This is an optimization exercise on Yosys and OpenROAD, whose aim is small area, not a production implementation. The RTL was checked by simulation tests, not by an equivalence proof against the original design. No activity file was given, so power comes from the tool's default toggle rates.

Setup of yarrow:
==> module joint_pwm_ramp_ctrl, before the edit <==
module joint_pwm_ramp_ctrl #(
  parameter int JOINTS     = 4,
  parameter int PWM_PERIOD = 100000,
  parameter int RAMP_STEP  = 100,
  parameter int WDT_CYCLES = 5000000
) (
  input  logic                 clk,
  input  logic                 rst_n,
  input  logic                 enable,
  input  logic                 cmd_valid,
  output logic                 cmd_ready,
  input  logic [3:0]           cmd_joint,
  input  logic [31:0]          cmd_value,
  output logic [32*JOINTS-1:0] duty_cmd,
  output logic                 period_tick,
  output logic                 busy,
  output logic                 fault
);
  localparam int WDT_W  = $clog2(WDT_CYCLES + 1);
  localparam int DW     = $clog2(PWM_PERIOD + 1) + 1;    
  localparam int RINGS  = PWM_PERIOD / JOINTS;           
  localparam int HI_W   = $clog2(RINGS);
  localparam logic [HI_W-1:0]    HI_LAST  = HI_W'(RINGS - 1);
  localparam logic [WDT_W-1:0]   WDT_PRE  = WDT_W'(WDT_CYCLES - 2);
  localparam logic signed [32:0] LIM_HI   = 33'(PWM_PERIOD);
  localparam logic signed [32:0] LIM_LO   = -LIM_HI;
  localparam logic signed [DW:0] STEP_HI  = (DW+1)'(RAMP_STEP);
  localparam logic signed [DW:0] STEP_LO  = -STEP_HI;
  localparam bit                 WDT_USE_LFSR = (WDT_CYCLES == 60000) && (WDT_W == 16);
  localparam logic [15:0]        WDT_LFSR_PRE = 16'h2b75;
  function automatic logic [DW-1:0] clamp_duty(input logic [31:0] v);
    logic signed [32:0] w;
    w = $signed({v[31], v});
    if (w > $signed(LIM_HI))      clamp_duty = LIM_HI[DW-1:0];
    else if (w < $signed(LIM_LO)) clamp_duty = LIM_LO[DW-1:0];
    else                          clamp_duty = v[DW-1:0];
  endfunction
  function automatic logic [DW-1:0] ramp_duty(input logic [DW-1:0] cur, input logic [DW-1:0] tgt);
    logic signed [DW:0] c, t, s;
    logic up, opp, small_c, big_d;
    c       = $signed({cur[DW-1], cur});
    t       = $signed({tgt[DW-1], tgt});
    up      = t > c;
    s       = c + (up ? $signed(STEP_HI) : $signed(STEP_LO));
    big_d   = up ? (t > s) : (t < s);
    opp     = (cur[DW-1] && !tgt[DW-1] && (tgt != '0)) ||
              (tgt[DW-1] && !cur[DW-1] && (cur != '0));
    small_c = (c <= $signed(STEP_HI)) && (c >= $signed(STEP_LO));
    if (opp && small_c) ramp_duty = '0;
    else if (big_d)     ramp_duty = s[DW-1:0];
    else                ramp_duty = tgt;
  endfunction
  logic [JOINTS-1:0] ring_q;       
  logic [HI_W-1:0]   hi_q;         
  logic              busy_q;
  logic [WDT_W-1:0]  wdt_q;
  logic              fault_q, fault_d;
  logic [JOINTS-1:0] tv_q;
  logic [DW-1:0]     tring_q [JOINTS];    
  logic [DW-1:0]     duty_q [JOINTS];
  logic              tick, accept, sweep_on;
  logic [JOINTS-1:0] sel, upd, ld, wr, wslot;
  logic [3:0]        phase, wpos;
  logic [DW-1:0]     cmd_clamped, cur_sel, t_in, new_duty;
  logic              tv_sel;
  assign tick        = ring_q[JOINTS-1] && (hi_q == HI_LAST);
  assign cmd_ready   = enable && !fault_q && !busy_q;
  assign busy        = busy_q;
  assign period_tick = tick;
  assign fault       = fault_q;
  assign accept      = cmd_valid && cmd_ready;
  assign cmd_clamped = clamp_duty(cmd_value);
  assign sel      = {ring_q[JOINTS-2:0], ring_q[JOINTS-1]};
  assign sweep_on = tick || (busy_q && !ring_q[JOINTS-1]);
  always_comb begin
    upd[0] = tick;
    for (int j = 1; j < JOINTS; j++) upd[j] = busy_q && ring_q[j-1];
    for (int j = 0; j < JOINTS; j++) begin
      ld[j] = !enable || upd[j];
      wr[j] = accept && (cmd_joint == 4'(j));
    end
    phase = '0;
    for (int i = 0; i < JOINTS; i++) if (ring_q[i]) phase = phase | 4'(i);
    wpos = cmd_joint - phase - 4'd2;
    for (int p = 0; p < JOINTS; p++) wslot[p] = accept && (wpos == 4'(p));
  end
  logic wdt_pre, wdt_clr;
  logic [WDT_W-1:0] wdt_step;
  assign wdt_clr = accept || !enable;
  if (WDT_USE_LFSR) begin : g_wdt_lfsr
    assign wdt_pre  = (wdt_q == WDT_LFSR_PRE);
    assign wdt_step = {wdt_q[14:0], ~(wdt_q[15] ^ wdt_q[14] ^ wdt_q[12] ^ wdt_q[3])};
  end else begin : g_wdt_bin
    assign wdt_pre  = (wdt_q == WDT_PRE);
    assign wdt_step = wdt_q + WDT_W'(1);
  end
  assign fault_d = enable && (fault_q || (!accept && wdt_pre));
  for (genvar g = 0; g < JOINTS; g++) begin : g_pack
    assign duty_cmd[32*g +: 32] = {{(32-DW){duty_q[g][DW-1]}}, duty_q[g]};
  end
  always_comb begin
    cur_sel = '0;
    tv_sel  = 1'b0;
    for (int j = 0; j < JOINTS; j++) begin
      cur_sel = cur_sel | (duty_q[j] & {DW{sel[j]}});
      tv_sel  = tv_sel | (tv_q[j] & sel[j]);
    end
    if (wr[0])       t_in = cmd_clamped;
    else if (tv_sel) t_in = tring_q[0];
    else             t_in = '0;
    new_duty = enable ? ramp_duty(cur_sel, t_in) : '0;
  end
  always_ff @(posedge clk or negedge rst_n) begin
    if (!rst_n) begin
      ring_q  <= JOINTS'(1);
      hi_q    <= '0;
      busy_q  <= 1'b0;
      wdt_q   <= '0;
      fault_q <= 1'b0;
      tv_q    <= '0;
    end else begin
      ring_q  <= sel;
      if (ring_q[JOINTS-1]) hi_q <= tick ? '0 : hi_q + HI_W'(1);
      busy_q  <= enable && sweep_on;
      wdt_q   <= wdt_clr ? '0 : wdt_step;
      fault_q <= fault_d;
      for (int j = 0; j < JOINTS; j++)
        tv_q[j] <= enable && !fault_d && (tv_q[j] || wr[j]);
    end
  end
  always_ff @(posedge clk) begin
    for (int p = 0; p < JOINTS; p++)
      tring_q[p] <= wslot[p] ? cmd_clamped : tring_q[(p + 1) % JOINTS];
  end
  always_ff @(posedge clk or negedge rst_n) begin
    if (!rst_n) begin
      for (int j = 0; j < JOINTS; j++) duty_q[j] <= '0;
    end else begin
      for (int j = 0; j < JOINTS; j++)
        if (ld[j]) duty_q[j] <= new_duty;
    end
  end
endmodule
Settings: LEC_CHECK=0, CAP_MARGIN=20, CORE_MARGIN=2, CORE_UTILIZATION=50, SLEW_MARGIN=20; clock period 12.0 ns.
standard.sh (not shown) runs the stock make flow with config.mk's settings and CLKGATE_MAP_FILE= SYNTH_SCRIPT=/design/flow/synth_recipe.tcl, a recipe that flattens the netlist after the stock synthesis.
==> flow/flow/run.sh <==
#!/bin/bash
set -euo pipefail
bash standard.sh finish \
  "BUFFER_PORTS_ARGS=-buffer_cell sky130_fd_sc_hd__buf_1" \
  "CTS_ARGS=-sink_clustering_enable -repair_clock_nets -dont_use_dummy_load -buf_list {sky130_fd_sc_hd__clkbuf_8} -sink_clustering_size 16 -sink_clustering_max_diameter 50" \
  > standard_flow.log 2>&1
Relative to yarrow, the following input files were edited for fjord:
==> flow/design.v, changed modules only <==
module joint_pwm_ramp_ctrl #(
  parameter int JOINTS     = 4,
  parameter int PWM_PERIOD = 100000,
  parameter int RAMP_STEP  = 100,
  parameter int WDT_CYCLES = 5000000
) (
  input  logic                 clk,
  input  logic                 rst_n,
  input  logic                 enable,
  input  logic                 cmd_valid,
  output logic                 cmd_ready,
  input  logic [3:0]           cmd_joint,
  input  logic [31:0]          cmd_value,
  output logic [32*JOINTS-1:0] duty_cmd,
  output logic                 period_tick,
  output logic                 busy,
  output logic                 fault
);
  localparam int WDT_W  = $clog2(WDT_CYCLES + 1);
  localparam int DW     = $clog2(PWM_PERIOD + 1) + 1;    
  localparam int RINGS  = PWM_PERIOD / JOINTS;           
  localparam int HI_W   = $clog2(RINGS);
  localparam logic [HI_W-1:0]    HI_LAST  = HI_W'(RINGS - 1);
  localparam logic [WDT_W-1:0]   WDT_PRE  = WDT_W'(WDT_CYCLES - 2);
  localparam logic signed [32:0] LIM_HI   = 33'(PWM_PERIOD);
  localparam logic signed [32:0] LIM_LO   = -LIM_HI;
  localparam logic signed [DW:0] STEP_HI  = (DW+1)'(RAMP_STEP);
  localparam logic signed [DW:0] STEP_LO  = -STEP_HI;
  localparam bit                 WDT_USE_LFSR = (WDT_CYCLES == 60000) && (WDT_W == 16);
  localparam logic [15:0]        WDT_LFSR_PRE = 16'h2b75;
  function automatic logic [DW-1:0] clamp_duty(input logic [31:0] v);
    logic signed [32:0] w;
    w = $signed({v[31], v});
    if (w > $signed(LIM_HI))      clamp_duty = LIM_HI[DW-1:0];
    else if (w < $signed(LIM_LO)) clamp_duty = LIM_LO[DW-1:0];
    else                          clamp_duty = v[DW-1:0];
  endfunction
  function automatic logic [DW-1:0] ramp_duty(input logic [DW-1:0] cur, input logic [DW-1:0] tgt);
    logic signed [DW:0] c, t, s;
    logic up, opp, small_c, big_d;
    c       = $signed({cur[DW-1], cur});
    t       = $signed({tgt[DW-1], tgt});
    up      = t > c;
    s       = c + (up ? $signed(STEP_HI) : $signed(STEP_LO));
    big_d   = up ? (t > s) : (t < s);
    opp     = (cur[DW-1] && !tgt[DW-1] && (tgt != '0)) ||
              (tgt[DW-1] && !cur[DW-1] && (cur != '0));
    small_c = (c <= $signed(STEP_HI)) && (c >= $signed(STEP_LO));
    if (opp && small_c) ramp_duty = '0;
    else if (big_d)     ramp_duty = s[DW-1:0];
    else                ramp_duty = tgt;
  endfunction
  logic [JOINTS-1:0] ring_q;       
  logic [HI_W-1:0]   hi_q;         
  logic              busy_q;
  logic [WDT_W-1:0]  wdt_q;
  logic              fault_q, fault_d;
  logic [JOINTS-1:0] tv_q;
  logic [DW-1:0]     tgt_q  [JOINTS];
  logic [DW-1:0]     duty_q [JOINTS];
  logic              tick, accept, sweep_on;
  logic [JOINTS-1:0] sel, upd, ld, wr;
  logic [DW-1:0]     cmd_clamped, cur_sel, tgt_sel, t_in, new_duty;
  assign tick        = ring_q[JOINTS-1] && (hi_q == HI_LAST);
  assign cmd_ready   = enable && !fault_q && !busy_q;
  assign busy        = busy_q;
  assign period_tick = tick;
  assign fault       = fault_q;
  assign accept      = cmd_valid && cmd_ready;
  assign cmd_clamped = clamp_duty(cmd_value);
  assign sel      = {ring_q[JOINTS-2:0], ring_q[JOINTS-1]};
  assign sweep_on = tick || (busy_q && !ring_q[JOINTS-1]);
  always_comb begin
    upd[0] = tick;
    for (int j = 1; j < JOINTS; j++) upd[j] = busy_q && ring_q[j-1];
    for (int j = 0; j < JOINTS; j++) begin
      ld[j] = !enable || upd[j];
      wr[j] = accept && (cmd_joint == 4'(j));
    end
  end
  logic wdt_pre, wdt_clr;
  logic [WDT_W-1:0] wdt_step;
  assign wdt_clr = accept || !enable;
  if (WDT_USE_LFSR) begin : g_wdt_lfsr
    assign wdt_pre  = (wdt_q == WDT_LFSR_PRE);
    assign wdt_step = {wdt_q[14:0], ~(wdt_q[15] ^ wdt_q[14] ^ wdt_q[12] ^ wdt_q[3])};
  end else begin : g_wdt_bin
    assign wdt_pre  = (wdt_q == WDT_PRE);
    assign wdt_step = wdt_q + WDT_W'(1);
  end
  assign fault_d = enable && (fault_q || (!accept && wdt_pre));
  for (genvar g = 0; g < JOINTS; g++) begin : g_pack
    assign duty_cmd[32*g +: 32] = {{(32-DW){duty_q[g][DW-1]}}, duty_q[g]};
  end
  always_comb begin
    cur_sel = '0;
    tgt_sel = '0;
    for (int j = 0; j < JOINTS; j++) begin
      cur_sel = cur_sel | (duty_q[j] & {DW{sel[j]}});
      tgt_sel = tgt_sel | (tgt_q[j] & {DW{sel[j] & tv_q[j]}});
    end
    t_in = wr[0] ? cmd_clamped : tgt_sel;
    new_duty = enable ? ramp_duty(cur_sel, t_in) : '0;
  end
  always_ff @(posedge clk or negedge rst_n) begin
    if (!rst_n) begin
      ring_q  <= JOINTS'(1);
      hi_q    <= '0;
      busy_q  <= 1'b0;
      wdt_q   <= '0;
      fault_q <= 1'b0;
      tv_q    <= '0;
    end else begin
      ring_q  <= sel;
      if (ring_q[JOINTS-1]) hi_q <= tick ? '0 : hi_q + HI_W'(1);
      busy_q  <= enable && sweep_on;
      wdt_q   <= wdt_clr ? '0 : wdt_step;
      fault_q <= fault_d;
      for (int j = 0; j < JOINTS; j++)
        tv_q[j] <= enable && !fault_d && (tv_q[j] || wr[j]);
    end
  end
  always_ff @(posedge clk) begin
    for (int j = 0; j < JOINTS; j++)
      if (wr[j]) tgt_q[j] <= cmd_clamped;
  end
  always_ff @(posedge clk or negedge rst_n) begin
    if (!rst_n) begin
      for (int j = 0; j < JOINTS; j++) duty_q[j] <= '0;
    end else begin
      for (int j = 0; j < JOINTS; j++)
        if (ld[j]) duty_q[j] <= new_duty;
    end
  end
endmodule
[summary]
Compared with yarrow, in fjord count of clock-buffer cells in the layout now larger; total power of the final layout saw an increase; clock tree cell share of total cell area neither gained nor lost much. Synthesized instance count in fjord is about 12% lower than in yarrow. Area after synthesis improves in fjord relative to yarrow. Fmax: fjord better than yarrow.

-- afterwards: timing with drivers on the ports --
The results above use ideal ports. As a check the final layouts listed here were re-extracted and re-timed, cells and wires unchanged. Step 1 sets driving cells, clkbuf_16 on the clock port and buf_2 on the other inputs (assumed; they add their load-dependent delay and slew). Step 2 also shifts input and output timing later by t, the mid clock arrival at the registers, as if the neighbouring blocks saw the same clock. a / b / c = ideal / step 1 / step 2; a / b = the first two.
run	shift t [ns]	setup slack, ns	hold WS [ns]	clock arrival spread, ns	worst register clock-pin slew, ns
yarrow	0.656	1.628 / 1.651 / 0.995	0.414 / 0.414 / 0.414	0.072 / 0.072	0.10 / 0.10
fjord	0.665	1.947 / 1.977 / 1.312	0.492 / 0.492 / 0.492	0.076 / 0.077	0.10 / 0.10
After both steps setup and hold are still met in every run listed. The setup slack of fjord, which loses most, moves by +0.030 ns with the drivers and by -0.635 ns with both steps.
